This design comes from an exercise in tuning for small area on the open sky130 flow, not from production work.
In this exercise RTL edits were held to simulation tests only and were not proved equivalent to the original.
Power figures rest on the tool's default switching activity, not on a simulated workload.

## design/flow/config.mk

```make
export PLATFORM = sky130hd
export DESIGN_NAME = flash_prog_top
export DESIGN_NICKNAME = flash_prog_top
export VERILOG_FILES = /design/flow/design.v
export SDC_FILE = /design/flow/constraint.sdc
export NUM_CORES = 4
export LEC_CHECK = 0
export CAP_MARGIN = 20
export CORE_MARGIN = 2
export CORE_UTILIZATION = 55
export CTS_BUF_LIST = sky130_fd_sc_hd__clkbuf_8
export CTS_CLUSTER_DIAMETER = 60
export CTS_CLUSTER_SIZE = 16
export SLEW_MARGIN = 20
```

## design/flow/constraint.sdc

```tcl
create_clock -name core_clock -period 10.0 [get_ports {clock_rd2}]
set_input_delay 2.0000 -clock core_clock [delete_from_list [all_inputs] [get_ports {clock_rd2}]]
set_output_delay 2.0000 -clock core_clock [all_outputs]
set_load 0.01 [all_outputs]
```

## design/flow/design.v

```verilog
package flash_cmd_pkg;
	localparam int CMD_W = 8;	 
	typedef enum logic [CMD_W-1:0] {
		OP_IDLE       = 8'h00,	 
		OP_READ       = 8'h09,	 
		OP_WRITE      = 8'h0A,	 
		OP_EXT_ADDR   = 8'h0B,	 
		OP_ERASE      = 8'h0C,	 
		OP_BUF_WRITE  = 8'h0D,	 
		OP_BUSY_CLEAR = 8'h0E	 
	} flash_op_e;
endpackage
package flash_buf_pkg;
	localparam int BYTE_W     = 8;	 
	localparam int BUF_AW     = 8;	 
	localparam int PAGE_BYTES = 128;	 
	localparam int FLASH_AW   = 32;	 
	localparam int BUSY_EDGES = 2;	 
	typedef enum logic [1:0] {
		WS_LOAD  = 2'd0,	 
		WS_SHIFT = 2'd1,	 
		WS_NEXT  = 2'd2,	 
		WS_DONE  = 2'd3	 
	} write_state_e;
	localparam int ST_BUSY      = 0;
	localparam int ST_VALID     = 1;
	localparam int ST_ILL_WR    = 2;
	localparam int ST_ILL_ER    = 3;
	localparam int ST_BUSY_RISE = 4;
	localparam int ST_BUSY_FALL = 5;
	localparam int ST_READ_EN   = 6;
	localparam int ST_BUF_WR    = 7;
	localparam int ST_WBYTE_LSB = 24;	 
	function automatic logic [BYTE_W-1:0] t3(input logic s0, input logic [BYTE_W-1:0] d0,
			input logic s1, input logic [BYTE_W-1:0] d1, input logic s2, input logic [BYTE_W-1:0] d2);
		t3 = ({BYTE_W{s0}} & d0) | ({BYTE_W{s1}} & d1) | ({BYTE_W{s2}} & d2);
	endfunction
endpackage
module byte_mux #(
	parameter int L = 5,
	parameter int H = 3
) (
	input  logic [2**(L+H)-1:0][7:0] mem,
	input  logic [2**L-1:0]          lo,
	input  logic [2**H-1:0]          hi,
	output logic [7:0]               dout
);
	localparam int NL = 2**L;
	localparam int NH = 2**H;
	logic [NH-1:0][7:0] grp;
	always_comb begin
		for (int g = 0; g < NH; g++) begin
			grp[g] = '0;
			for (int k = 0; k < NL; k += 3) begin
				if (k + 2 < NL)
					grp[g] = grp[g] | flash_buf_pkg::t3(lo[k], mem[NL*g+k], lo[k+1], mem[NL*g+k+1], lo[k+2], mem[NL*g+k+2]);
				else if (k + 1 < NL)
					grp[g] = grp[g] | ({8{lo[k]}} & mem[NL*g+k]) | ({8{lo[k+1]}} & mem[NL*g+k+1]);
				else
					grp[g] = grp[g] | ({8{lo[k]}} & mem[NL*g+k]);
			end
		end
		dout = '0;
		for (int k = 0; k < NH; k += 3) begin
			if (k + 2 < NH)
				dout = dout | flash_buf_pkg::t3(hi[k], grp[k], hi[k+1], grp[k+1], hi[k+2], grp[k+2]);
			else if (k + 1 < NH)
				dout = dout | ({8{hi[k]}} & grp[k]) | ({8{hi[k+1]}} & grp[k+1]);
			else
				dout = dout | ({8{hi[k]}} & grp[k]);
		end
	end
endmodule
module wbuf_ram (
	input  logic        clock_rd2,
	input  logic [7:0]  addr_a,	 
	input  logic [7:0]  din_a,
	input  logic        we_a,
	output logic [7:0]  dout_a,	 
	input  logic [6:0]  addr_b,	 
	output logic [7:0]  dout_b
);
	logic [255:0][7:0] mem;
	logic [31:0] lo_a;	 
	logic [7:0]  hi_a;
	logic [15:0] lo_b;
	logic [7:0]  hi_b;
	logic [7:0]  rd_a, rd_b;
	always_comb begin
		for (int j = 0; j < 32; j++)
			lo_a[j] = (addr_a[4:0] == 5'(j));
		for (int j = 0; j < 8; j++)
			hi_a[j] = (addr_a[7:5] == 3'(j));
		for (int j = 0; j < 16; j++)
			lo_b[j] = (addr_b[3:0] == 4'(j));
		for (int j = 0; j < 8; j++)
			hi_b[j] = (addr_b[6:4] == 3'(j));
	end
	always_ff @(posedge clock_rd2) begin
		for (int i = 0; i < 256; i++)
			if (we_a && hi_a[i/32] && lo_a[i%32])
				mem[i] <= din_a;
	end
	byte_mux #(.L(5), .H(3)) u_mux_a (.mem(mem), .lo(lo_a), .hi(hi_a), .dout(rd_a));
	byte_mux #(.L(4), .H(3)) u_mux_b (.mem(mem[127:0]), .lo(lo_b), .hi(hi_b), .dout(rd_b));
	always_ff @(posedge clock_rd2) begin
		dout_a <= rd_a;
		dout_b <= rd_b;
	end
endmodule
module rbuf_ram (
	input  logic        clock_rd2,
	input  logic [7:0]  addr_a,	 
	input  logic [7:0]  din_a,
	input  logic        we_a,
	input  logic [7:0]  addr_b,	 
	output logic [7:0]  dout_b
);
	logic [255:0][7:0] mem;
	logic [31:0] lo_b;
	logic [7:0]  hi_b;
	logic [7:0]  rd_b;
	always_ff @(posedge clock_rd2) begin
		for (int i = 0; i < 256; i++)
			if (we_a && addr_a == 8'(i))
				mem[i] <= din_a;
	end
	always_comb begin
		for (int j = 0; j < 32; j++)
			lo_b[j] = (addr_b[4:0] == 5'(j));
		for (int j = 0; j < 8; j++)
			hi_b[j] = (addr_b[7:5] == 3'(j));
	end
	byte_mux #(.L(5), .H(3)) u_mux_b (.mem(mem), .lo(lo_b), .hi(hi_b), .dout(rd_b));
	always_ff @(posedge clock_rd2) begin
		dout_b <= rd_b;
	end
endmodule
module edge_latch (
	input  logic clock_rd2,
	input  logic rst_n,
	input  logic level,	 
	input  logic level_q,	 
	input  logic clear,
	output logic [1:0] flag	 
);
	always_ff @(posedge clock_rd2 or negedge rst_n) begin
		if (!rst_n) begin
			flag <= 2'b00;
		end else begin
			if (clear)
				flag <= 2'b00;
			else begin
				if (level && !level_q)
					flag[0] <= 1'b1;
				if (!level && level_q)
					flag[1] <= 1'b1;
			end
		end
	end
endmodule
module cmd_decode (
	input  logic       clock_rd2,
	input  logic       rst_n,
	input  logic [7:0] cmd,
	output logic lv_rd,
	output logic lv_wr,
	output logic lv_erase,
	output logic lv_ext_addr,
	output logic lv_buf_wr,
	output logic lv_busy_clear
);
	logic [2:0] op_q;
	always_ff @(posedge clock_rd2 or negedge rst_n) begin
		if (!rst_n) begin
			op_q          <= 3'd0;
			lv_rd         <= 1'b0;
			lv_wr         <= 1'b0;
			lv_erase      <= 1'b0;
			lv_ext_addr   <= 1'b0;
			lv_buf_wr     <= 1'b0;
			lv_busy_clear <= 1'b0;
		end else begin
			op_q          <= (cmd[7:4] == 4'h0 && cmd[3] && cmd[2:0] != 3'd0 && cmd[2:0] != 3'd7) ? cmd[2:0] : 3'd0;
			lv_rd         <= (op_q == 3'd1);
			lv_wr         <= (op_q == 3'd2);
			lv_ext_addr   <= (op_q == 3'd3);
			lv_erase      <= (op_q == 3'd4);
			lv_buf_wr     <= (op_q == 3'd5);
			lv_busy_clear <= (op_q == 3'd6);
		end
	end
endmodule
module flash_strobe (
	input  logic        clock_rd2,
	input  logic        rst_n,
	input  logic        lv_rd,
	input  logic        lv_erase,
	input  logic        lv_ext_addr,
	input  logic        write_done,
	input  logic        shift_bytes,
	input  logic        flash_busy,
	input  logic [31:0] flash_addr_in,
	output logic        flash_read,
	output logic        flash_sector_erase,
	output logic        flash_en4b,
	output logic        flash_write,
	output logic        flash_wren,
	output logic [31:0] flash_addr,
	output logic        busy_q
);
	logic [3:0] src, new_q, old_q;
	logic [3:0] pulse;
	assign src = {write_done, lv_ext_addr, lv_erase, lv_rd};
	always_ff @(posedge clock_rd2 or negedge rst_n) begin
		if (!rst_n) begin
			new_q  <= '0;
			old_q  <= '0;
			busy_q <= 1'b0;
		end else begin
			new_q  <= src;
			old_q  <= new_q;
			busy_q <= flash_busy;
		end
	end
	always_ff @(posedge clock_rd2) begin
		flash_addr <= flash_addr_in;
	end
	assign pulse = new_q & ~old_q;
	assign flash_read         = pulse[0];
	assign flash_sector_erase = pulse[1];
	assign flash_en4b         = pulse[2];
	assign flash_write        = pulse[3];
	assign flash_wren         = pulse[1] | pulse[2] | pulse[3] | shift_bytes;
endmodule
module read_capture (
	input  logic       clock_rd2,
	input  logic       rst_n,
	input  logic       lv_rd,
	input  logic [7:0] read_len,
	input  logic       flash_data_valid,
	input  logic [7:0] flash_dout,
	input  logic [7:0] host_rd_addr,
	output logic       flash_rden,
	output logic [7:0] rd_data
);
	logic [7:0] byte_cnt;
	logic       dv_q;
	logic [7:0] dout_rev;
	logic       in_len;
	assign in_len = (byte_cnt <= read_len);
	always_ff @(posedge clock_rd2 or negedge rst_n) begin
		if (!rst_n) begin
			byte_cnt <= '0;
			dv_q     <= 1'b0;
		end else if (lv_rd) begin
			dv_q <= flash_data_valid;
			if (dv_q && !flash_data_valid && in_len)
				byte_cnt <= byte_cnt + 1'b1;
		end else begin
			byte_cnt <= '0;
			dv_q     <= 1'b0;
		end
	end
	assign flash_rden = lv_rd && in_len;
	for (genvar i = 0; i < 8; i++) begin : g_rev
		assign dout_rev[i] = flash_dout[7-i];
	end
	rbuf_ram u_rbuf (
		.clock_rd2 (clock_rd2),
		.addr_a    (byte_cnt),
		.din_a     (dout_rev),
		.we_a      (flash_rden && flash_data_valid),
		.addr_b    (host_rd_addr),
		.dout_b    (rd_data)
	);
endmodule
module write_sequencer (
	input  logic       clock_rd2,
	input  logic       rst_n,
	input  logic       lv_wr,
	input  logic       lv_buf_wr,
	input  logic       host_wr_strobe,
	input  logic [7:0] host_wr_addr,
	input  logic [7:0] host_wr_byte,
	output logic [7:0] wbuf_byte,
	output logic [7:0] flash_din,
	output logic       shift_bytes,
	output logic       write_done
);
	logic [1:0] state;	 
	logic [6:0] byte_cnt;
	logic       strb_q, rise_q;
	logic [7:0] page_byte;
	always_ff @(posedge clock_rd2 or negedge rst_n) begin
		if (!rst_n) begin
			strb_q <= 1'b0;
			rise_q <= 1'b0;
		end else begin
			strb_q <= host_wr_strobe;
			rise_q <= host_wr_strobe && !strb_q;
		end
	end
	always_ff @(posedge clock_rd2 or negedge rst_n) begin
		if (!rst_n) begin
			state    <= 2'd0;
			byte_cnt <= '0;
		end else if (!lv_wr) begin
			state    <= 2'd0;
			byte_cnt <= '0;
		end else begin
			case (state)
				2'd0: state <= 2'd1;
				2'd1: state <= 2'd2;
				2'd2: begin
					if (byte_cnt != 7'd127) begin
						byte_cnt <= byte_cnt + 1'b1;
						state    <= 2'd0;
					end else begin
						state <= 2'd3;
					end
				end
				default: state <= 2'd3;
			endcase
		end
	end
	assign shift_bytes = (state == 2'd1);
	assign write_done  = (state == 2'd3);
	for (genvar i = 0; i < 8; i++) begin : g_rev
		assign flash_din[i] = page_byte[7-i];
	end
	wbuf_ram u_wbuf (
		.clock_rd2 (clock_rd2),
		.addr_a    (host_wr_addr),
		.din_a     (host_wr_byte),
		.we_a      (lv_buf_wr && rise_q),
		.dout_a    (wbuf_byte),
		.addr_b    (byte_cnt),
		.dout_b    (page_byte)
	);
endmodule
module status_reg (
	input  logic       clock_rd2,
	input  logic       rst_n,
	input  logic       lv_buf_wr,
	input  logic       lv_busy_clear,
	input  logic       busy_q,
	input  logic       flash_data_valid,
	input  logic       flash_illegal_write,
	input  logic       flash_illegal_erase,
	input  logic       flash_rden,
	input  logic [1:0] busy_flags,
	input  logic [7:0] wbuf_byte,
	output logic [31:0] status
);
	logic [7:0] lo_q, hi_q;
	always_ff @(posedge clock_rd2 or negedge rst_n) begin
		if (!rst_n) begin
			lo_q <= '0;
			hi_q <= '0;
		end else begin
			lo_q <= {lv_buf_wr, flash_rden, busy_flags & {2{!lv_busy_clear}},
				flash_illegal_erase, flash_illegal_write, flash_data_valid, busy_q};
			hi_q <= wbuf_byte;
		end
	end
	assign status = {hi_q, 16'h0000, lo_q};
endmodule
module flash_prog_top (
	input  logic                                clock_rd2,
	input  logic                                rst_n,
	input  logic [flash_cmd_pkg::CMD_W-1:0]     cmd,
	input  logic [15:0]                         host_data,	 
	input  logic                                host_wr_strobe,
	input  logic [flash_buf_pkg::BUF_AW-1:0]    host_rd_addr,
	input  logic [flash_buf_pkg::FLASH_AW-1:0]  flash_addr_in,
	input  logic                                flash_busy,
	input  logic                                flash_data_valid,
	input  logic [flash_buf_pkg::BYTE_W-1:0]    flash_dout,
	input  logic                                flash_illegal_write,
	input  logic                                flash_illegal_erase,
	output logic [flash_buf_pkg::BYTE_W-1:0]    rd_data,
	output logic [31:0]                         status,
	output logic                                flash_read,
	output logic                                flash_rden,
	output logic                                flash_write,
	output logic                                flash_sector_erase,
	output logic                                flash_en4b,
	output logic                                flash_wren,
	output logic                                flash_shift_bytes,
	output logic [flash_buf_pkg::BYTE_W-1:0]    flash_din,
	output logic [flash_buf_pkg::FLASH_AW-1:0]  flash_addr
);
	logic lv_rd, lv_wr, lv_erase, lv_ext_addr, lv_buf_wr, lv_busy_clear;
	logic busy_q, write_done;
	logic [1:0] busy_flags;	 
	logic [7:0] wbuf_byte;
	cmd_decode u_dec (.clock_rd2(clock_rd2), .rst_n(rst_n), .cmd(cmd), .lv_rd(lv_rd), .lv_wr(lv_wr), .lv_erase(lv_erase),
		.lv_ext_addr(lv_ext_addr), .lv_buf_wr(lv_buf_wr), .lv_busy_clear(lv_busy_clear));
	flash_strobe u_strb (
		.clock_rd2(clock_rd2), .rst_n(rst_n), .lv_rd(lv_rd), .lv_erase(lv_erase), .lv_ext_addr(lv_ext_addr),
		.write_done(write_done), .shift_bytes(flash_shift_bytes),
		.flash_busy(flash_busy), .flash_addr_in(flash_addr_in),
		.flash_read(flash_read), .flash_sector_erase(flash_sector_erase),
		.flash_en4b(flash_en4b), .flash_write(flash_write), .flash_wren(flash_wren),
		.flash_addr(flash_addr), .busy_q(busy_q)
	);
	edge_latch u_edge (
		.clock_rd2(clock_rd2), .rst_n(rst_n), .level(busy_q), .level_q(status[0]),
		.clear(lv_busy_clear), .flag(busy_flags)
	);
	read_capture u_rcap (
		.clock_rd2(clock_rd2), .rst_n(rst_n), .lv_rd(lv_rd),
		.read_len(host_data[7:0]), .flash_data_valid(flash_data_valid),
		.flash_dout(flash_dout), .host_rd_addr(host_rd_addr),
		.flash_rden(flash_rden), .rd_data(rd_data)
	);
	write_sequencer u_wseq (
		.clock_rd2(clock_rd2), .rst_n(rst_n), .lv_wr(lv_wr), .lv_buf_wr(lv_buf_wr),
		.host_wr_strobe(host_wr_strobe), .host_wr_addr(host_data[15:8]),
		.host_wr_byte(host_data[7:0]), .wbuf_byte(wbuf_byte), .flash_din(flash_din),
		.shift_bytes(flash_shift_bytes), .write_done(write_done)
	);
	status_reg u_stat (
		.clock_rd2(clock_rd2), .rst_n(rst_n), .lv_buf_wr(lv_buf_wr), .lv_busy_clear(lv_busy_clear), .busy_q(busy_q),
		.flash_data_valid(flash_data_valid), .flash_illegal_write(flash_illegal_write),
		.flash_illegal_erase(flash_illegal_erase), .flash_rden(flash_rden),
		.busy_flags(busy_flags), .wbuf_byte(wbuf_byte), .status(status)
	);
endmodule
```

## design/flow/flow/run.sh

```bash
#!/bin/bash
# Standard layout, with these changes:
#  - synthesis maps the combinational logic with the area-oriented ABC script in
#    flow/abc_area.script (flip-flops are mapped before ABC, so registers are unchanged);
#  - CTS runs without dummy loads (CTS_ARGS below), with config.mk's buffer list and
#    sink cluster size and diameter;
#  - ports are buffered with buf_1 instead of the cell buffer_ports picks by itself.
set -euo pipefail
W=$(pwd)
F=$W/flow

# ORFS synth.tcl with abc's -script argument replaced right after the preamble sets it
python3 - "$FLOW_HOME/scripts/synth.tcl" "$W/synth_mod.tcl" "$F/abc_area.script" <<'PY'
import sys
src, dst, script = sys.argv[1:4]
s = open(src).read()
anchor = "source $::env(SCRIPTS_DIR)/synth_preamble.tcl\n"
assert anchor in s
s = s.replace(anchor, anchor + "set abc_args [lreplace $abc_args 0 1 -script {%s}]\n" % script, 1)
open(dst, "w").write(s)
PY
# The standard flow's synthesis wrapper, pointed at the modified synth.tcl
python3 - "$W/synth_recipe.tcl" "$W/my_synth.tcl" "$W/synth_mod.tcl" <<'PY'
import sys
src, dst, mod = sys.argv[1:4]
s = open(src).read()
anchor = "$::env(SCRIPTS_DIR)/synth.tcl"
assert anchor in s
open(dst, "w").write(s.replace(anchor, mod, 1))
PY

CTS_ARGS="-sink_clustering_enable -repair_clock_nets -dont_use_dummy_load"
cfg() { sed -n "s/^export $1 *?\?= *//p" config.mk | tail -1; }
V=$(cfg CTS_BUF_LIST); [[ -n "$V" ]] && CTS_ARGS="$CTS_ARGS -buf_list {$V}"
V=$(cfg CTS_CLUSTER_SIZE); [[ -n "$V" ]] && CTS_ARGS="$CTS_ARGS -sink_clustering_size $V"
V=$(cfg CTS_CLUSTER_DIAMETER); [[ -n "$V" ]] && CTS_ARGS="$CTS_ARGS -sink_clustering_max_diameter $V"
echo "CTS_ARGS=$CTS_ARGS" > "$W/cts_args.log"

bash standard.sh SYNTH_SCRIPT="$W/my_synth.tcl" "CTS_ARGS=$CTS_ARGS" \
	"BUFFER_PORTS_ARGS=-buffer_cell sky130_fd_sc_hd__buf_1" finish > "$W/flow_make.log" 2>&1
```

## design/flow/flow/abc_area.script

```
&get -n
&st
&dch
&nf -R 1000
&put
topo
```

## design/flow/standard.sh

```bash
#!/bin/bash
# synth_recipe.tcl (not shown) runs the flow's synth.tcl, then flattens the netlist and writes it again
# the make line also repeats each setting of config.mk as NAME=value (left out here)
make -C /OpenROAD-flow-scripts/flow DESIGN_CONFIG=/design/flow/config.mk WORK_HOME=/design/flow/orfs CLKGATE_MAP_FILE= SYNTH_SCRIPT=/design/flow/synth_recipe.tcl "${@:-finish}"
```

==> flow_summary.yaml, run 1 <==
worst_setup_path:
  r2r_cells: 10
  cp.required_ns: 8.00
  crit_start: "host_data[5]"
  crit_path_end_kind: "output port"
  crit_path_max_incr_delay_ns: 0.71
  endpoint: "flash_rden"
  crit_path_max_fanout: 75
  timing.rr.end: "u_rcap.u_rbuf.mem[774]"
  path_depth: 10
  worstPathCellList: "clkbuf_4, clkinv_1, ha_1, nand4_1, a21oi_1, a2111o_1, o21ai_2, buf_4, and2_0, buf_1"
  r2r_start: "u_rcap.byte_cnt[1]"
  crit_buf_inv: 4
  path_delay_family: "buffers and inverters"
  crit_slowest_cell: "clkbuf_4"
  r2r_slack_ns: 4.77
  worstPathArrival_ns: 5.01
  setup.worst_path.start_class: "input pin"
  critical_path_class: "input pin to output port"
clock_tree:
  cts_tree: "yes"
  clock_sinks: 4208
  cts_buffers: 317
  postCtsResizedCells: 0
  clk_latency_ns: 1.11
  clock_tree.root_cell: "clkbuf_8"
  postCtsHoldBufs: 0
  cts_buffer_depth: 4
  postCtsSetupRepairBufs: 0
  cts.htree.levels: 5
  clk_pin_slew_ns: 0.10
floorplanning:
  chipHeight_um: 529
  dieArea_mm2: 0.280
  initial_core_util_pct: 55.4
  num_rows: 192
  die_w_um: 529
  ios: 166
  design.core.area_mm2: 0.274
route:
  wirelength_um: 466000
  wire_per_inst_um: 39.4
  drt-initial-drc-count: 22641
  viasPerCell: 7.64
  num_vias: 90593
  dr.pass1.iters: 13
  drc: 0
  top_layer: "met5"
  wl_met3_um: 55600
  dr_wl_met2_um: 219000
  drt-met1-wl_um: 169000
  drtAntennaViolNets: 0
synthesis:
  avgSynthCellArea_um2: 20.0
  synth-seq-area-share_pct: 82.8
  synthFlopType: "edfxtp_1"
  synthArstFlopShare_pct: 1.33
  synth_edf_count: 4096
  ys_ff_latch: 4208
  netlist_instances: 7574
  synth_warnings: 10
  netlist-cell-type-count: 41
  syn-cell-area_mm2: 0.152
timing:
  rsz0062_at_grt: "no"
  maxSlewViolCount: 0
  min_period_ns: 7.01
  worst_pin_slew_ns: 1.36
  fin_tns_setup_ns: 0
  fmax_mhz: 143
  fin_ws_ns: 2.99
  fin_crit_sh_pct: 70.1
  setup_viol: 0
  slew_headroom_pct: 8.78
  finalHoldViolCount: 0
  skew_ns: 0.0796
final_layout:
  nFillCells: 19938
  fin_nets: 8349
  drive_gt1_share_pct: 7.82
  areaGrowthSynthToFinish_pct: 7.62
  finalNonFillerCells: 11850
worst_hold_path:
  hold_class: "flip-flop to flip-flop"
placement:
  dp_cells: 11522
  pre_cts_ws_ns: 2.52
  place_congestion: 0.912
  hpwl_um: 281000
  port_buffers: 149
global_route:
  grt_pass1_wl_um: 649000
  grt_max_degree: 206
  grt-ovfl-total: 0
  grt_antenna_before_repair: 20
  grt_use_total_pct: 32.6
  grt_pass1_vias: 86575
power:
  vdd_drop_max_v: 0.000146
  p_comb_share_pct: 4.0
  switching_power_mw: 6.10
  p_per_area_mw_per_mm2: 175
  power_frac_seq_pct: 67.8
  p_sw_share_pct: 21.4
  pwr-share-clk_pct: 28.2
  p_int_mw: 22.4
  leakage_nw: 47.7
status:
  run_status: "timing/DRC/antenna clean"
flow_run:
  drv_cap: 0
## worst reg2reg max path: stages (launching register included)
cell	delay, ns
dfrtp_1	0.67
ha_1	0.35
nor2b_1	0.13
o211ai_1	0.18
a21oi_1	0.10
a2111o_1	0.40
o21ai_2	0.15
buf_4	0.20
and2_1	0.70
nand3_2	1.02
nor2_1	0.92
## power by group through the flow
stage	clock network (mW)	logic [mW]	registers (mW)
2_1_floorplan	0	0.363	19.8
3_3_place_gp	0	1.10	19.8
3_5_place_dp	0	1.11	19.8
4_1_cts	8.13	1.11	19.4
5_1_grt	8.72	1.17	19.4
6_report	8.04	1.13	19.4
## per-stage QoR
step	utilization (%)	total power, mW	hold WS (ns)	cell area [um^2]
6_report	59.6	28.5	0.337	163000
5_1_grt	59.6	29.2	0.339	163000
4_1_cts	59.6	28.6	0.338	163000
3_5_place_dp	58.0	20.9	0.323	159000
3_3_place_gp	58.0	20.9	0.319	159000
2_1_floorplan	-	20.1	0.316	152000
## per-layer routing
metal	GRT usage, %	vias to the layer above
met2	51.1	6963
met1	44.6	46113
met4	14.2	18
li1	-	36458
met5	0	-
met3	6.51	1041
## worst min-delay path by stage
stage                     depth (start not counted)               startpoint  slack (ns)             end
after floorplan                                   0  u_wseq.u_wbuf.dout_a[0]        0.32  u_stat.hi_q[0]
after global placement                            0  u_wseq.u_wbuf.dout_a[5]        0.32  u_stat.hi_q[5]
after detailed placement                          0  u_wseq.u_wbuf.dout_a[5]        0.32  u_stat.hi_q[5]
after CTS                                         0  u_wseq.u_wbuf.dout_a[5]        0.34  u_stat.hi_q[5]
after global routing                              0  u_wseq.u_wbuf.dout_a[5]        0.34  u_stat.hi_q[5]
final                                             0  u_wseq.u_wbuf.dout_a[5]        0.34  u_stat.hi_q[5]
## area by class of cell
cell class / instances / area (um^2) / area share, %
flip-flops and latches: 4208 / 126000 / 76.9
multi-input cells: 3352 / 26400 / 16.1
well taps: 3589 / 4490 / 2.75
clock buffers: 317 / 4360 / 2.67
repair buffers: 363 / 2430 / 1.49
inverters: 12 / 45.0 / 0.0276
diodes: 9 / 22.5 / 0.0138
## sequential cells by signal (all words and copies together), names as in the netlist, 4 cells and up
name / count
u_rcap.byte_cnt: 8
u_rcap.u_rbuf.dout_b: 8
u_rcap.u_rbuf.mem: 2048
u_stat.hi_q: 8
u_stat.lo_q: 8
u_strb.flash_addr: 32
u_strb.new_q: 4
u_strb.old_q: 4
u_wseq.byte_cnt: 7
u_wseq.u_wbuf.dout_a: 8
u_wseq.u_wbuf.dout_b: 8
u_wseq.u_wbuf.mem: 2048
## Yosys cell counts, types with 4 or more instances
cell type	n	area share [%]
a222oi_1	1567	10
nor2_1	564	1.4
a211oi_1	33	0.16
and3_1	70	0.29
ha_1	16	0.13
edfxtp_1	4096	81
buf_4	17	0.084
and4_1	4	0.023
a22o_1	19	0.11
nand2_1	96	0.24
clkinv_1	12	0.030
nor3_1	26	0.086
nor3b_1	6	0.030
and4b_1	128	0.84
nand2b_1	18	0.074
dfrtp_1	56	0.92
and2_0	27	0.11
nand3_1	72	0.24
o22ai_1	84	0.35
a221oi_1	128	0.74
nor2b_1	25	0.10
dfxtp_1	56	0.74
nor4_1	13	0.054
nand4_1	296	1.2
a21oi_1	59	0.19
or3_1	18	0.074
or3b_1	6	0.035
o21ai_0	10	0.033
a31oi_1	6	0.025
a22oi_1	14	0.069
nand3b_1	15	0.074
## cells in the final DEF, fill, tap and decap left out, drive strengths merged, types with 2 or more instances in the layout
| cell | count |
|---|---|
| or3b | 6 |
| o22ai | 84 |
| a22oi | 14 |
| nand2b | 18 |
| conb | 16 |
| a21oi | 59 |
| dfrtp | 56 |
| clkbuf | 335 |
| o21a | 2 |
| nor3 | 26 |
| a31oi | 6 |
| nor2b | 25 |
| and2 | 27 |
| a221oi | 128 |
| nor4 | 13 |
| nand2 | 96 |
| ha | 16 |
| and4 | 4 |
| buf | 345 |
| nor2 | 564 |
| o21ai | 10 |
| or4 | 3 |
| diode | 9 |
| nand3b | 15 |
| nand4 | 296 |
| or2 | 3 |
| a22o | 19 |
| nor3b | 6 |
| or3 | 18 |
| nand3 | 72 |
| clkinv | 12 |
| a222oi | 1567 |
| edfxtp | 4096 |
| a211oi | 33 |
| dfxtp | 56 |
| and3 | 70 |
| and4b | 128 |
| and3b | 3 |
## kinds of logic (layout without fill, tap and decap cells)
| group | Yosys count | in the layout | share of synthesized area [%] |
|---|---|---|---|
| DFF | 4208 | 4208 | 82.8 |
| AOI/OAI and AO/OA | 1926 | 1926 | 12.1 |
| and+or+nand+nor | 1393 | 1393 | 4.93 |
| xor gates and xnor gates | 1 | 1 | 0.00578 |
| other | 1 | 25 | 0.00247 |
| buffers and inverters | 29 | 692 | 0.114 |
| adders and majority gates | 16 | 16 | 0.132 |
==> inputs of run 2 (changes only) <==
--- a/design/flow/config.mk
+++ b/design/flow/config.mk
@@ -7,7 +7,7 @@
 export LEC_CHECK = 0
 export CAP_MARGIN = 20
 export CORE_MARGIN = 2
-export CORE_UTILIZATION = 55
+export CORE_UTILIZATION = 40
 export CTS_BUF_LIST = sky130_fd_sc_hd__clkbuf_8
 export CTS_CLUSTER_DIAMETER = 60
 export CTS_CLUSTER_SIZE = 16
==> run 2 against run 1 <==
  * Via count increased by 0.15%
  * Global-route usage is 9.6 points lower
  * Sequential cell count unchanged
  * Sequential power barely moved
  * Register-to-register slack improved by 0.06 ns
  * Critical endpoint unchanged
  * Power up 0.99%
  * Clock-buffer cell count increased by 24
  * Hold slack got worse by 0.0070 ns
  * Area after synthesis unchanged
  * Non-clock buffer count decreased by 15
  * Synthesized cell count stayed put
  * Critical path depth shrank 1
==> flow_summary.yaml, run 2 <==
status:
  run_status: "timing/DRC/antenna clean"
synthesis:
  synth_area_leaders: "edfxtp_1 (81%), a222oi_1 (10%), nor2_1 (1.4%)"
  synth.largest_area_cell: "edfxtp_1"
  synth.most_common_cell: "edfxtp_1"
  synth_common_cells: "edfxtp_1 (4096), a222oi_1 (1567), nor2_1 (564)"
  synth_edf_count: 4096
  synthArstFlopShare_pct: 1.33
  synthFlopType: "edfxtp_1"
  syn-cell-area_mm2: 0.152
  synth_warnings: 10
  avgSynthCellArea_um2: 20.0
  synth_top_area_share_pct: 81.1
  synth-seq-area-share_pct: 82.8
  netlist-cell-type-count: 41
  ys_ff_latch: 4208
  netlist_instances: 7574
clock_tree:
  cts.htree.levels: 5
  clk_pin_slew_ns: 0.08
  postCtsResizedCells: 0
  cts_buffers: 341
  cts_tree: "yes"
  cts_buffer_depth: 4
  postCtsHoldBufs: 0
  clk_latency_ns: 1.18
  clock_tree.root_cell: "clkbuf_8"
  clock_sinks: 4208
  postCtsSetupRepairBufs: 0
worst_setup_path:
  crit_path_end_kind: "output port"
  crit_path_max_fanout: 84
  r2r_slack_ns: 4.83
  timing.rr.end: "u_rcap.u_rbuf.mem[1213]"
  r2r_start: "u_rcap.byte_cnt[5]"
  critical_path_class: "input pin to output port"
  r2r_cells: 9
  setup.worst_path.start_class: "input pin"
  cp.required_ns: 8.00
  worstPathArrival_ns: 5.04
placement:
  pre_cts_ws_ns: 2.28
  port_buffers: 149
  hpwl_um: 280000
  place_congestion: 0.920
power:
  vdd_drop_max_v: 0.000162
  p_total_mw: 28.8
  p_per_area_mw_per_mm2: 174
  leakage_nw: 47.8
route:
  drtAntennaViolNets: 0
  drt-initial-drc-count: 22860
  wire_per_inst_um: 34.5
  viasPerCell: 6.83
  drc: 0
  num_vias: 90731
  wirelength_um: 459000
  dr.pass1.iters: 15
floorplanning:
  initial_core_util_pct: 40.1
  chipHeight_um: 620
  num_rows: 226
  die_w_um: 620
  ios: 166
  dieArea_mm2: 0.384
  design.core.area_mm2: 0.378
timing:
  min_period_ns: 7.04
  rsz0062_at_grt: "no"
  slew_headroom_pct: 15.9
  finalHoldViolCount: 0
  setup_viol: 0
  hold_ws_ns: 0.330
  fin_crit_sh_pct: 70.4
  fin_ws_ns: 2.96
  maxSlewViolCount: 0
  worst_pin_slew_ns: 1.26
  fmax_mhz: 142
  skew_ns: 0.230
  fin_tns_setup_ns: 0
global_route:
  grt_use_total_pct: 23.0
  grt_pass1_wl_um: 641000
  grt_antenna_before_repair: 34
  grt_max_degree: 215
  grt-ovfl-total: 0
  grt_pass1_vias: 85526
worst_hold_path:
  worstHoldEndpoint: "u_strb.new_q[2]"
  hold_depth: 0
  worstHoldStart: "u_dec.lv_ext_addr"
  hold_class: "flip-flop to flip-flop"
final_layout:
  fin_nets: 8358
  final_common_cell: "edfxtp_1"
  drive_gt1_share_pct: 7.94
  largest_registers: "u_rcap.u_rbuf.mem x2048, u_wseq.u_wbuf.mem x2048, u_strb.flash_addr x32"
  areaGrowthSynthToFinish_pct: 8.93
  final_cell_mix: "edfxtp_1 (4096), a222oi_1 (1567), nor2_1 (555)"
flow_run:
  drv_cap: 0
run 2: report_power, final:
group / switching [mW] / internal [mW] / total (mW)
sequential: 0.0125 / 19.3 / 19.3
combinational: 0.923 / 0.258 / 1.18
clock: 5.25 / 3.04 / 8.29
total: 6.18 / 22.6 / 28.8
run 2: critical path: stages:
cell and delay, ns:
clkbuf_4 0.68, clkinv_1 0.23, ha_1 0.37, o211ai_1 0.11
a21oi_1 0.10, a2111o_1 0.39, o21ai_0 0.28, and2_0 0.49
buf_1 0.21
run 2: cell type report:
| cell class | count | area [um^2] |
|---|---|---|
| Timing Repair Buffer | 348 | 2290 |
| Tap cell | 5016 | 6280 |
| Inverter | 12 | 45.0 |
| Clock buffer | 341 | 4690 |
| Antenna cell | 14 | 35.0 |
| Multi-Input combinational cell | 3352 | 26400 |
| Fill cell | 32244 | 213000 |
| Sequential cell | 4208 | 126000 |
run 2: how the worst max path moves through the flow:
stage,from,endpoint,cells past startpoint
final,host_data[2],flash_rden,9
after global routing,host_data[2],flash_rden,9
after CTS,host_data[2],flash_rden,9
after detailed placement,host_data[2],u_rcap.u_rbuf.mem[10],10
after global placement,host_data[2],u_rcap.u_rbuf.mem[701],11
after floorplan,host_data[11],u_wseq.u_wbuf.dout_a[0],10
run 2: metrics by stage:
stage,utilization [%],cells,instance area (um^2)
detailed placement,42.4,12933,160000
CTS,43.6,13274,165000
global route,43.7,13280,165000
global placement,42.4,12931,160000
finish,43.7,13291,165000
floorplan,-,7589,152000
run 2: kinds of logic (layout without fill, tap and decap cells):
kind of cell / after synthesis / in the layout / share of synthesized area, %
buffers and inverters: 29 / 701 / 0.114
xor gates and xnor gates: 1 / 1 / 0.00578
AOI/OAI and AO/OA: 1926 / 1926 / 12.1
and+or+nand+nor: 1393 / 1393 / 4.93
DFF: 4208 / 4208 / 82.8
adders and majority gates: 16 / 16 / 0.132
other: 1 / 30 / 0.00247
run 2: per-layer routing:
| metal | track usage [%] | vias up | share of wire [%] |
|---|---|---|---|
| met5 | 0 | - | 0.036 |
| met4 | 7.34 | 26 | 3.7 |
| met3 | 4.71 | 900 | 12 |
| met2 | 36.1 | 7196 | 46 |
| met1 | 32.1 | 46130 | 38 |
| li1 | - | 36479 | - |
==> inputs of run 3 (changes only) <==
--- a/design/flow/design.v
+++ b/design/flow/design.v
@@ -83,18 +83,18 @@
 	logic [255:0][7:0] mem;
 	logic [31:0] lo_a;	 
 	logic [7:0]  hi_a;
-	logic [15:0] lo_b;
-	logic [7:0]  hi_b;
+	logic [31:0] lo_b;
+	logic [3:0]  hi_b;
 	logic [7:0]  rd_a, rd_b;
 	always_comb begin
 		for (int j = 0; j < 32; j++)
 			lo_a[j] = (addr_a[4:0] == 5'(j));
 		for (int j = 0; j < 8; j++)
 			hi_a[j] = (addr_a[7:5] == 3'(j));
-		for (int j = 0; j < 16; j++)
-			lo_b[j] = (addr_b[3:0] == 4'(j));
-		for (int j = 0; j < 8; j++)
-			hi_b[j] = (addr_b[6:4] == 3'(j));
+		for (int j = 0; j < 32; j++)
+			lo_b[j] = (addr_b[4:0] == 5'(j));
+		for (int j = 0; j < 4; j++)
+			hi_b[j] = (addr_b[6:5] == 2'(j));
 	end
 	always_ff @(posedge clock_rd2) begin
 		for (int i = 0; i < 256; i++)
@@ -102,7 +102,7 @@
 				mem[i] <= din_a;
 	end
 	byte_mux #(.L(5), .H(3)) u_mux_a (.mem(mem), .lo(lo_a), .hi(hi_a), .dout(rd_a));
-	byte_mux #(.L(4), .H(3)) u_mux_b (.mem(mem[127:0]), .lo(lo_b), .hi(hi_b), .dout(rd_b));
+	byte_mux #(.L(5), .H(2)) u_mux_b (.mem(mem[127:0]), .lo(lo_b), .hi(hi_b), .dout(rd_b));
 	always_ff @(posedge clock_rd2) begin
 		dout_a <= rd_a;
 		dout_b <= rd_b;
==> design/flow/config.mk (replaced) <==
export PLATFORM = sky130hd
export DESIGN_NAME = flash_prog_top
export DESIGN_NICKNAME = flash_prog_top
export VERILOG_FILES = /design/flow/design.v
export SDC_FILE = /design/flow/constraint.sdc
export NUM_CORES = 4
export LEC_CHECK = 0
export CAP_MARGIN = 10
export CORE_MARGIN = 2
export CORE_UTILIZATION = 55
export CTS_BUF_LIST = sky130_fd_sc_hd__clkbuf_8
export CTS_CLUSTER_DIAMETER = 60
export CTS_CLUSTER_SIZE = 16
export SLEW_MARGIN = 10
==> run 3 against run 2 <==
  * Synthesized cell count decreased by 1.1%
  * Area after synthesis decreased by 0.11%
  * Core utilization up 16 points
  * Register-to-register slack worse by 0.29 ns
  * Wire length increased by 2.5%
  * Critical path type unchanged
  * Critical endpoint unchanged
==> flow_summary.yaml, run 3 <==
status:
  run_status: "timing/DRC/antenna clean"
power:
  vdd_drop_max_v: 0.000160
  pwr-share-clk_pct: 28.3
  power_frac_seq_pct: 67.7
  p_comb_share_pct: 4.1
  switching_power_mw: 6.16
  leakage_nw: 47.5
  p_per_area_mw_per_mm2: 175
  p_int_mw: 22.5
  p_sw_share_pct: 21.5
final_layout:
  areaGrowthSynthToFinish_pct: 7.68
  regArea_mm2: 0.126
  final_common_cell: "edfxtp_1"
  fin_nets: 8284
  finalNonFillerCells: 11812
  drive_gt1_share_pct: 8.10
  largest_registers: "u_rcap.u_rbuf.mem x2048, u_wseq.u_wbuf.mem x2048, u_strb.flash_addr x32"
  nFillCells: 19835
  final_cell_mix: "edfxtp_1 (4096), a222oi_1 (1600), nor2_1 (568)"
  multiInputGateArea_mm2: 0.0262
clock_tree:
  postCtsResizedCells: 0
  postCtsSetupRepairBufs: 0
  cts.htree.levels: 5
  cts_buffers: 319
  clk_latency_ns: 1.12
  clock_tree.root_cell: "clkbuf_8"
  clk_pin_slew_ns: 0.08
  postCtsHoldBufs: 0
  clock_sinks: 4208
  cts_tree: "yes"
  cts_buffer_depth: 4
worst_hold_path:
  worstHoldEndpoint: "u_strb.new_q[2]"
  hold_depth: 0
  hold_class: "flip-flop to flip-flop"
  worstHoldStart: "u_dec.lv_ext_addr"
global_route:
  grt_max_degree: 130
  groute.layer.met1.usage_pct: 45.3
  grt_pass1_vias: 86434
  grt_pass1_wl_um: 652000
  met3_usage_pct: 5.96
  grtUsageMet2_pct: 52.0
  grt-ovfl-total: 0
  busiest_layer: "met2"
  grt_antenna_before_repair: 22
  grt_use_total_pct: 32.8
synthesis:
  synth.most_common_cell: "edfxtp_1"
  ys_ff_latch: 4208
  synth_area_leaders: "edfxtp_1 (81%), a222oi_1 (11%), nor2_1 (1.5%)"
  netlist_instances: 7492
  synth_warnings: 10
  synth_edf_count: 4096
  netlist-cell-type-count: 39
  synth-seq-area-share_pct: 82.8
  synth.largest_area_cell: "edfxtp_1"
  synth_common_cells: "edfxtp_1 (4096), a222oi_1 (1600), nor2_1 (589)"
  syn-cell-area_mm2: 0.152
  synthFlopType: "edfxtp_1"
  synth_top_area_share_pct: 81.2
  avgSynthCellArea_um2: 20.2
  synthArstFlopShare_pct: 1.33
route:
  wirelength_um: 471000
  drc: 0
  num_vias: 90870
  viasPerCell: 7.69
  wire_per_inst_um: 39.8
  dr.pass1.iters: 14
  drtAntennaViolNets: 0
  drt-initial-drc-count: 23089
worst_setup_path:
  crit_path_end_kind: "output port"
  cp.required_ns: 8.00
  setup.worst_path.start_class: "input pin"
  crit_path_max_fanout: 71
  critical_path_class: "input pin to output port"
  timing.rr.end: "u_rcap.u_rbuf.mem[2043]"
  r2r_start: "u_rcap.byte_cnt[5]"
  r2r_slack_ns: 4.54
  r2r_cells: 9
  worstPathArrival_ns: 5.08
timing:
  worst_pin_slew_ns: 1.26
  skew_ns: 0.0929
  slew_headroom_pct: 15.8
  fin_tns_setup_ns: 0
  rsz0062_at_grt: "no"
  fin_ws_ns: 2.92
  min_period_ns: 7.08
  setup_viol: 0
  fin_crit_sh_pct: 70.8
  fmax_mhz: 141
  maxSlewViolCount: 0
  finalHoldViolCount: 0
placement:
  dp_cells: 11455
  hpwl_um: 286000
  port_buffers: 149
  pre_cts_ws_ns: 2.55
  place_congestion: 0.996
floorplanning:
  die_w_um: 529
  ios: 166
  chipHeight_um: 529
  dieArea_mm2: 0.280
  num_rows: 192
  initial_core_util_pct: 55.3
  design.core.area_mm2: 0.274
flow_run:
  drv_cap: 0
run 3: worst max path at each step:
stage	depth (start not counted)	end	startpoint	slack, ns
5_1_grt	9	flash_rden	host_data[3]	2.97
2_1_floorplan	10	u_wseq.u_wbuf.dout_a[0]	host_data[11]	1.85
3_5_place_dp	11	u_rcap.u_rbuf.mem[177]	host_data[3]	2.55
4_1_cts	9	flash_rden	host_data[3]	2.98
3_3_place_gp	11	u_rcap.u_rbuf.mem[249]	host_data[3]	2.70
6_report	9	flash_rden	host_data[3]	2.92
run 3: power groups by stage:
stage               Combinational [mW]  Sequential (mW)  Clock, mW
global route                      1.19             19.4       8.73
finish                            1.16             19.4       8.09
global placement                  1.13             19.8          0
floorplan                        0.363             19.8          0
CTS                               1.15             19.4       8.16
detailed placement                1.14             19.8          0
run 3: layer usage:
metal | vias to the layer above | share of wire, %
met1 | 46426 | 36
met5 | - | 0.021
met4 | 16 | 4.8
met3 | 1013 | 12
met2 | 7084 | 47
li1 | 36331 | -
run 3: per-stage QoR:
| step | area (um^2) | power, mW | hold slack (ns) | util, % |
|---|---|---|---|---|
| floorplan | 152000 | 20.1 | 0.316 | - |
| global placement | 159000 | 20.9 | 0.336 | 57.9 |
| detailed placement | 159000 | 20.9 | 0.340 | 57.9 |
| CTS | 163000 | 28.7 | 0.336 | 59.5 |
| global route | 163000 | 29.3 | 0.333 | 59.6 |
| finish | 163000 | 28.6 | 0.355 | 59.6 |
run 3: cell families after synthesis:
kind of cell    Yosys count  synth area share, %
flops                  4208                 82.8
compound gates         1868                 11.9
simple gates           1363                 4.93
buf+inv                  32                0.121
fa+ha+maj                18                0.149
xor+xnor                  2               0.0116
other cells               1              0.00248
run 3: worst max-delay path, stage by stage:
cell and delay [ns]:
clkbuf_4 0.74, clkinv_1 0.20, ha_1 0.38, a21oi_1 0.17
a21oi_1 0.12, o22ai_1 0.32, buf_4 0.23, and2_0 0.61
buf_1 0.22
run 3: layout make-up:
cell class              instances  area share, %
clock buffers                 319           2.69
flip-flops and latches       4208           76.9
diodes                         38         0.0583
inverters                      15         0.0345
repair buffers                376           1.46
multi-input cells            3267           16.1
well taps                    3589           2.75

==> what the ideal ports hide <==
No port has a modelled driver above. Below, the same layouts with a new extraction and two added sets of constraints. Step 1 (the two cells are an assumption about what drives the block):
set clk [get_ports {clock_rd2}]
set_driving_cell -lib_cell sky130_fd_sc_hd__clkbuf_16 $clk
set_driving_cell -lib_cell sky130_fd_sc_hd__buf_2 [delete_from_list [all_inputs] $clk]
Step 2 adds t to the input delays and takes it off the output delays; t is the mean of the earliest and latest rising clock arrival at the registers after step 1. Input paths then give back, and output paths get back, about the clock's delay inside the block. a / b / c = no drivers / after step 1 / after step 2; a / b = the first two.
run	t, ns	slack for setup (ns)	clock arrival spread, ns
run 1	1.161	2.993 / 2.964 / 2.528	0.085 / 0.085
run 2	1.163	2.964 / 2.937 / 2.511	0.247 / 0.247
run 3	1.161	2.924 / 2.900 / 2.448	0.122 / 0.122
After both steps every run listed still meets setup and hold. The setup slack of run 3, which loses most, moves by -0.024 ns with the drivers and by -0.476 ns with both steps.
